This is an optimization exercise on Yosys and OpenROAD, whose aim is a short achievable clock period and few clock cycles, not a production implementation.
The RTL was checked by simulation tests, not by an equivalence proof against the original design.
Power figures rest on the tool's default switching activity, not on a simulated workload.

==> constraint.sdc <==
create_clock -name core_clock -period 10.0 [get_ports {clk}]
set_input_delay 2.0000 -clock core_clock [delete_from_list [all_inputs] [get_ports {clk}]]
set_output_delay 2.0000 -clock core_clock [all_outputs]
set_load 0.01 [all_outputs]
==> standard.sh <==
#!/bin/bash
# synth_recipe.tcl (not shown) runs the flow's synth.tcl, then flattens the netlist and writes it again
# the make line also repeats each setting of config.mk as NAME=value (left out here)
make -C /OpenROAD-flow-scripts/flow DESIGN_CONFIG=/design/flow/config.mk WORK_HOME=/design/flow/orfs CLKGATE_MAP_FILE= SYNTH_SCRIPT=/design/flow/synth_recipe.tcl "${@:-finish}"
==> flow/run.sh <==
#!/bin/bash
set -euo pipefail
bash standard.sh SETUP_SLACK_MARGIN=6 finish > standard_flow.log 2>&1
==> config.mk <==
export PLATFORM = sky130hd
export DESIGN_NAME = limn_core
export DESIGN_NICKNAME = limn_core
export VERILOG_FILES = /design/flow/design.v
export SDC_FILE = /design/flow/constraint.sdc
export NUM_CORES = 4
export LEC_CHECK = 0
export ABC_CLOCK_PERIOD_IN_PS = 2000
export CAP_MARGIN = 20
export CORE_MARGIN = 2
export CORE_UTILIZATION = 40
export SETUP_SLACK_MARGIN = 5
export SLEW_MARGIN = 20
==> design.v <==
`default_nettype none
package limn_pkg;
    typedef logic [31:0] word_t;     
    typedef logic [4:0]  reg_idx_t;  
    typedef logic [5:0]  opcode_t;   
    localparam opcode_t op_tnop      = 6'b00_0000;  
    localparam opcode_t op_addi      = 6'b11_1100;
    localparam opcode_t op_subi      = 6'b11_0100;
    localparam opcode_t op_andi      = 6'b01_1100;
    localparam opcode_t op_xori      = 6'b01_0100;
    localparam opcode_t op_ori       = 6'b00_1100;
    localparam opcode_t op_lui       = 6'b00_0100;
    localparam opcode_t op_beq       = 6'b11_1101;
    localparam opcode_t op_bne       = 6'b11_0101;
    localparam opcode_t op_j         = 6'b00_0110;
    localparam opcode_t op_jal       = 6'b00_0111;
    localparam opcode_t op_load_long = 6'b10_1011;
    localparam opcode_t op_store_reg = 6'b10_1010;  
    localparam opcode_t op_store_imm = 6'b00_1010;  
    localparam reg_idx_t reg_lr = 5'd31;
    typedef enum logic [1:0] {
        st_fetch,
        st_execute,
        st_memory,
        st_halted
    } core_state_e;
endpackage
`default_nettype wire
`timescale 1ns/1ps
`default_nettype none
module limn_core #(
    parameter limn_pkg::word_t reset_vector = 32'hFFFE_0000
) (
    input  wire                   clk,
    input  wire                   rst_n,
    output limn_pkg::word_t       addr,
    input  wire limn_pkg::word_t  data_in,
    output limn_pkg::word_t       data_out,
    output logic                  we,
    output logic                  cs,
    input  wire                   rdy,
    output logic                  halted
);
    logic        cs_r;
    logic [31:0] addr_r;
    logic        we_r;
    logic [31:0] dout_r;
    logic        t_fetch;       
    logic        t_squash;      
    logic [4:0]  t_dest;        
    logic [31:0] npc;           
    logic        fstop;         
    logic        ir_v;
    logic [31:0] ir;
    logic [31:0] ir_pc;
    logic        ib_v;
    logic [31:0] ib;
    logic [31:0] ib_pc;
    logic        dr_v;
    logic [31:0] dr_addr;
    logic        dr_we;
    logic [31:0] dr_data;
    logic [4:0]  dr_dest;
    logic        ld_v;
    logic [31:0] ld_data;
    logic [4:0]  ld_dest;
    logic        halted_r;
    logic [31:0] regs [1:31];
    assign cs       = cs_r;
    assign addr     = addr_r;
    assign we       = we_r;
    assign data_out = dout_r;
    assign halted   = halted_r;
    logic bus_free;
    logic f_done;
    logic l_done;
    assign bus_free = !cs_r || rdy;
    assign f_done   = cs_r && rdy && t_fetch && !t_squash;
    assign l_done   = cs_r && rdy && !t_fetch && !we_r;
    logic [5:0]  op;
    logic [4:0]  r1, r2;
    logic [31:0] imm;
    logic [31:0] rs, rt;
    assign op  = ir[5:0];
    assign r1  = ir[10:6];
    assign r2  = ir[15:11];
    assign imm = {16'd0, ir[31:16]};
    assign rs  = (r1 == 5'd0) ? 32'd0 : regs[r1];
    assign rt  = (r2 == 5'd0) ? 32'd0 : regs[r2];
    logic is_alu, is_br, is_beq, is_jal, is_mem, is_load, is_halt;
    always_comb begin
        is_alu  = 1'b0;
        is_br   = 1'b0;
        is_jal  = 1'b0;
        is_mem  = 1'b0;
        is_halt = 1'b0;
        case (op)
            limn_pkg::op_tnop, limn_pkg::op_j: ;
            limn_pkg::op_addi, limn_pkg::op_subi, limn_pkg::op_andi,
            limn_pkg::op_xori, limn_pkg::op_ori, limn_pkg::op_lui: is_alu = 1'b1;
            limn_pkg::op_beq, limn_pkg::op_bne: is_br = 1'b1;
            limn_pkg::op_jal: is_jal = 1'b1;
            limn_pkg::op_load_long, limn_pkg::op_store_reg, limn_pkg::op_store_imm: is_mem = 1'b1;
            default: is_halt = 1'b1;
        endcase
    end
    assign is_beq  = op == limn_pkg::op_beq;
    assign is_load = op == limn_pkg::op_load_long;
    logic [31:0] alu;
    always_comb begin
        case (op)
            limn_pkg::op_addi: alu = rt + imm;
            limn_pkg::op_subi: alu = rt - imm;
            limn_pkg::op_andi: alu = rt & imm;
            limn_pkg::op_xori: alu = rt ^ imm;
            limn_pkg::op_ori:  alu = rt | imm;
            default:           alu = rt | {imm[15:0], 16'd0};
        endcase
    end
    logic hazard;
    always_comb begin
        hazard = 1'b0;
        if (dr_v && !dr_we && (dr_dest == r1 || dr_dest == r2 || (is_jal && dr_dest == 5'd31)))
            hazard = 1'b1;
        if (cs_r && !t_fetch && !we_r && (t_dest == r1 || t_dest == r2 || (is_jal && t_dest == 5'd31)))
            hazard = 1'b1;
        if (ld_v && (ld_dest == r1 || ld_dest == r2 || (is_jal && ld_dest == 5'd31)))
            hazard = 1'b1;
    end
    logic go;           
    logic redirect;     
    logic [31:0] br_target;
    logic rs_zero;
    assign go        = ir_v && !hazard && !(is_mem && dr_v) && !is_halt;
    assign rs_zero   = rs == 32'd0;
    assign redirect  = go && is_br && (rs_zero == is_beq);
    assign br_target = ir_pc + {7'd0, ir[31:9], 2'b00};
    logic [5:0]  fop;
    logic        f_jump, f_halt;
    logic [31:0] f_next;        
    logic        f_next_ok;
    assign fop    = data_in[5:0];
    assign f_jump = fop[5:1] == 5'b00011;
    always_comb begin
        case (fop)
            6'b00_0000, 6'b11_1100, 6'b11_0100, 6'b01_1100, 6'b01_0100, 6'b00_1100,
            6'b00_0100, 6'b11_1101, 6'b11_0101, 6'b00_0110, 6'b00_0111, 6'b10_1011,
            6'b10_1010, 6'b00_1010: f_halt = 1'b0;
            default: f_halt = 1'b1;
        endcase
    end
    assign f_next    = f_jump ? {addr_r[31], data_in[31:3], 2'b00} : addr_r + 32'd4;
    assign f_next_ok = f_jump ? (addr_r[31] && (&data_in[30:18])) : (addr_r[31:2] != 30'h3FFF_FFFF);
    logic [31:0] fa;
    logic        fa_ok;
    logic        npc_ok;
    always_comb begin
        if (redirect) begin
            fa    = br_target;
            fa_ok = br_target[31:18] == 14'h3FFF;
        end else if (f_done) begin
            fa    = f_next;
            fa_ok = f_next_ok && !f_halt;
        end else begin
            fa    = npc;
            fa_ok = npc_ok && !fstop;
        end
    end
    logic ir_keep;
    logic ir_v_n, ib_v_n;
    assign ir_keep = ir_v && !go;
    always_comb begin
        if (redirect) begin
            ir_v_n = 1'b0;
            ib_v_n = 1'b0;
        end else begin
            ir_v_n = ir_keep || ib_v || f_done;
            ib_v_n = (ir_keep && (ib_v || f_done)) || (ib_v && f_done);
        end
    end
    logic halt_wait;    
    assign halt_wait = ir_v && is_halt;
    logic fetch_go;
    assign fetch_go = bus_free && !dr_v && fa_ok && !ib_v_n && !halt_wait;
    always_ff @(posedge clk) begin
        if (!rst_n) begin
            cs_r     <= 1'b1;
            addr_r   <= reset_vector;
            we_r     <= 1'b0;
            t_fetch  <= 1'b1;
            t_squash <= 1'b0;
            fstop    <= 1'b0;
            ir_v     <= 1'b0;
            ib_v     <= 1'b0;
            dr_v     <= 1'b0;
            ld_v     <= 1'b0;
            halted_r <= 1'b0;
        end else begin
            if (bus_free) begin
                if (dr_v) begin
                    cs_r     <= 1'b1;
                    addr_r   <= dr_addr;
                    we_r     <= dr_we;
                    dout_r   <= dr_data;
                    t_fetch  <= 1'b0;
                    t_squash <= 1'b0;
                    t_dest   <= dr_dest;
                end else if (fetch_go) begin
                    cs_r     <= 1'b1;
                    addr_r   <= fa;
                    we_r     <= 1'b0;
                    t_fetch  <= 1'b1;
                    t_squash <= 1'b0;
                end else begin
                    cs_r     <= 1'b0;
                    we_r     <= 1'b0;
                    t_fetch  <= 1'b0;
                    t_squash <= 1'b0;
                end
            end else if (redirect) begin
                t_squash <= 1'b1;
            end
            if (redirect) begin
                npc    <= br_target;
                npc_ok <= br_target[31:18] == 14'h3FFF;
                fstop  <= 1'b0;
            end else if (f_done) begin
                npc    <= f_next;
                npc_ok <= f_next_ok;
                fstop  <= f_halt;
            end
            ir_v <= ir_v_n;
            ib_v <= ib_v_n;
            if (!ir_keep) begin
                if (ib_v) begin
                    ir    <= ib;
                    ir_pc <= ib_pc;
                end else begin
                    ir    <= data_in;
                    ir_pc <= addr_r;
                end
            end
            if (!(ib_v && ir_keep)) begin
                ib    <= data_in;
                ib_pc <= addr_r;
            end
            if (dr_v) begin
                if (bus_free) dr_v <= 1'b0;
            end else if (go && is_mem) begin
                dr_v    <= 1'b1;
                dr_addr <= (is_load ? rt : rs) + imm;
                dr_we   <= !is_load;
                dr_data <= (op == limn_pkg::op_store_reg) ? rt : {27'd0, ir[31:27]};
                dr_dest <= r1;
            end
            ld_v <= l_done;
            if (l_done) begin
                ld_data <= data_in;
                ld_dest <= t_dest;
            end
            halted_r <= halted_r || (halt_wait && !dr_v && bus_free);
        end
    end
    always_ff @(posedge clk) begin
        for (int i = 1; i < 32; i++) begin
            if (!rst_n) begin
                regs[i] <= 32'd0;
            end else if (ld_v && ld_dest == 5'(i)) begin
                regs[i] <= ld_data;
            end else if (go && (is_alu || is_jal) && ((is_jal ? 5'd31 : r1) == 5'(i))) begin
                regs[i] <= is_jal ? ir_pc + 32'd4 : alu;
            end
        end
    end
endmodule
`default_nettype wire
==> metrics.yaml <==
status: "aborted with a tool error"
stop_stage: "global routing (5_1_grt)"
error: "[ERROR GRT-0232] Routing congestion too high. Check the congestion heatmap in the GUI."
synth_warnings: 34
ctsRootBufferMaster: "clkbuf_16"
synth_top_flop_cell: "dfxtp_1"
initial_core_util_pct: 40.3
die_y_um: 440
synth_edf_count: 305
synth_top_area_share_pct: 27.4
grt_use_total_pct: 66.1
gp_congestion: 1.15
gr-total-overflow: 1
die_w_um: 440
seq_area_frac_synth_pct: 39.5
synth_most_common_cell: "nand2_1"
synth_nets: 9451
synth_cells: 9306
grt_max_degree: 183
synth_common_cells: "nand2_1 (1258), a22oi_1 (1160), dfxtp_1 (1039)"
post-dp-hpwl_um: 377000
max-clock-path-buffers: 3
cts.sinks: 1344
synth_area_leaders: "dfxtp_1 (27%), edfxtp_1 (12%), a22oi_1 (11%)"
h-tree-depth: 4
cts_buffers: 158
yosysTopAreaCell: "dfxtp_1"
port_buffers: 101
rows: 159
synth_area_mm2: 0.0759
ctsHoldBuffers: 0
synth_cell_type_count: 103
syn_avg_cell_area_um2: 8.16
dp_slack_ns: 2.70
async_flop_share_pct: 0
ios: 102
synth-seq-cells: 1344
==> timing repair <==
action,4_1_cts
gates resized for setup,1782
buffers inserted,473
gates cloned,104
pin swaps,670
hold endpoints to repair,0
endpoints found under the setup margin,1283
==> logic make-up after synthesis <==
group	synth area share (%)
AND/OR/NAND/NOR	19.1
adder cells (fa/ha/maj)	1.84
AO/OA/AOI/OAI	29.5
flip-flops	39.5
XOR/XNOR	2.03
multiplexers	2.27
buffers and inverters	5.75
==> metrics by stage <==
| step | total power (uW) | hold WS, ns | cell area (um2) | instances |
|---|---|---|---|---|
| after CTS | 15200 | 0.418 | 102000 | 12300 |
| after floorplan | 7080 | 0.400 | 77100 | 9306 |
| after detailed placement | 8100 | 0.405 | 81500 | 11400 |
| after global placement | 8090 | 0.408 | 81300 | 11400 |
==> layer usage <==
metal  GRT overflow  track usage (%)
met5              0             35.7
met4              1             60.3
met3              0             49.2
met2              0             80.4
met1              0             69.7
==> power groups by stage <==
stage | Clock (uW) | Sequential (uW) | Combinational (uW)
floorplan | 0 | 5890 | 1190
global placement | 0 | 5940 | 2140
detailed placement | 0 | 5940 | 2150
CTS | 6080 | 5820 | 3270
==> how the worst max path moves through the flow <==
stage / startpoint / to / slack, ns / depth (start not counted)
CTS: ir[7] / dr_addr[19] / 4.69 / 26
detailed placement: ir[9] / addr_r[20] / 2.70 / 18
global placement: ir[9] / addr_r[20] / 2.65 / 18
floorplan: ir[15] / dr_addr[24] / 5.02 / 29
Testbench counts, summed over its fixed seeds: cycles 314,317.
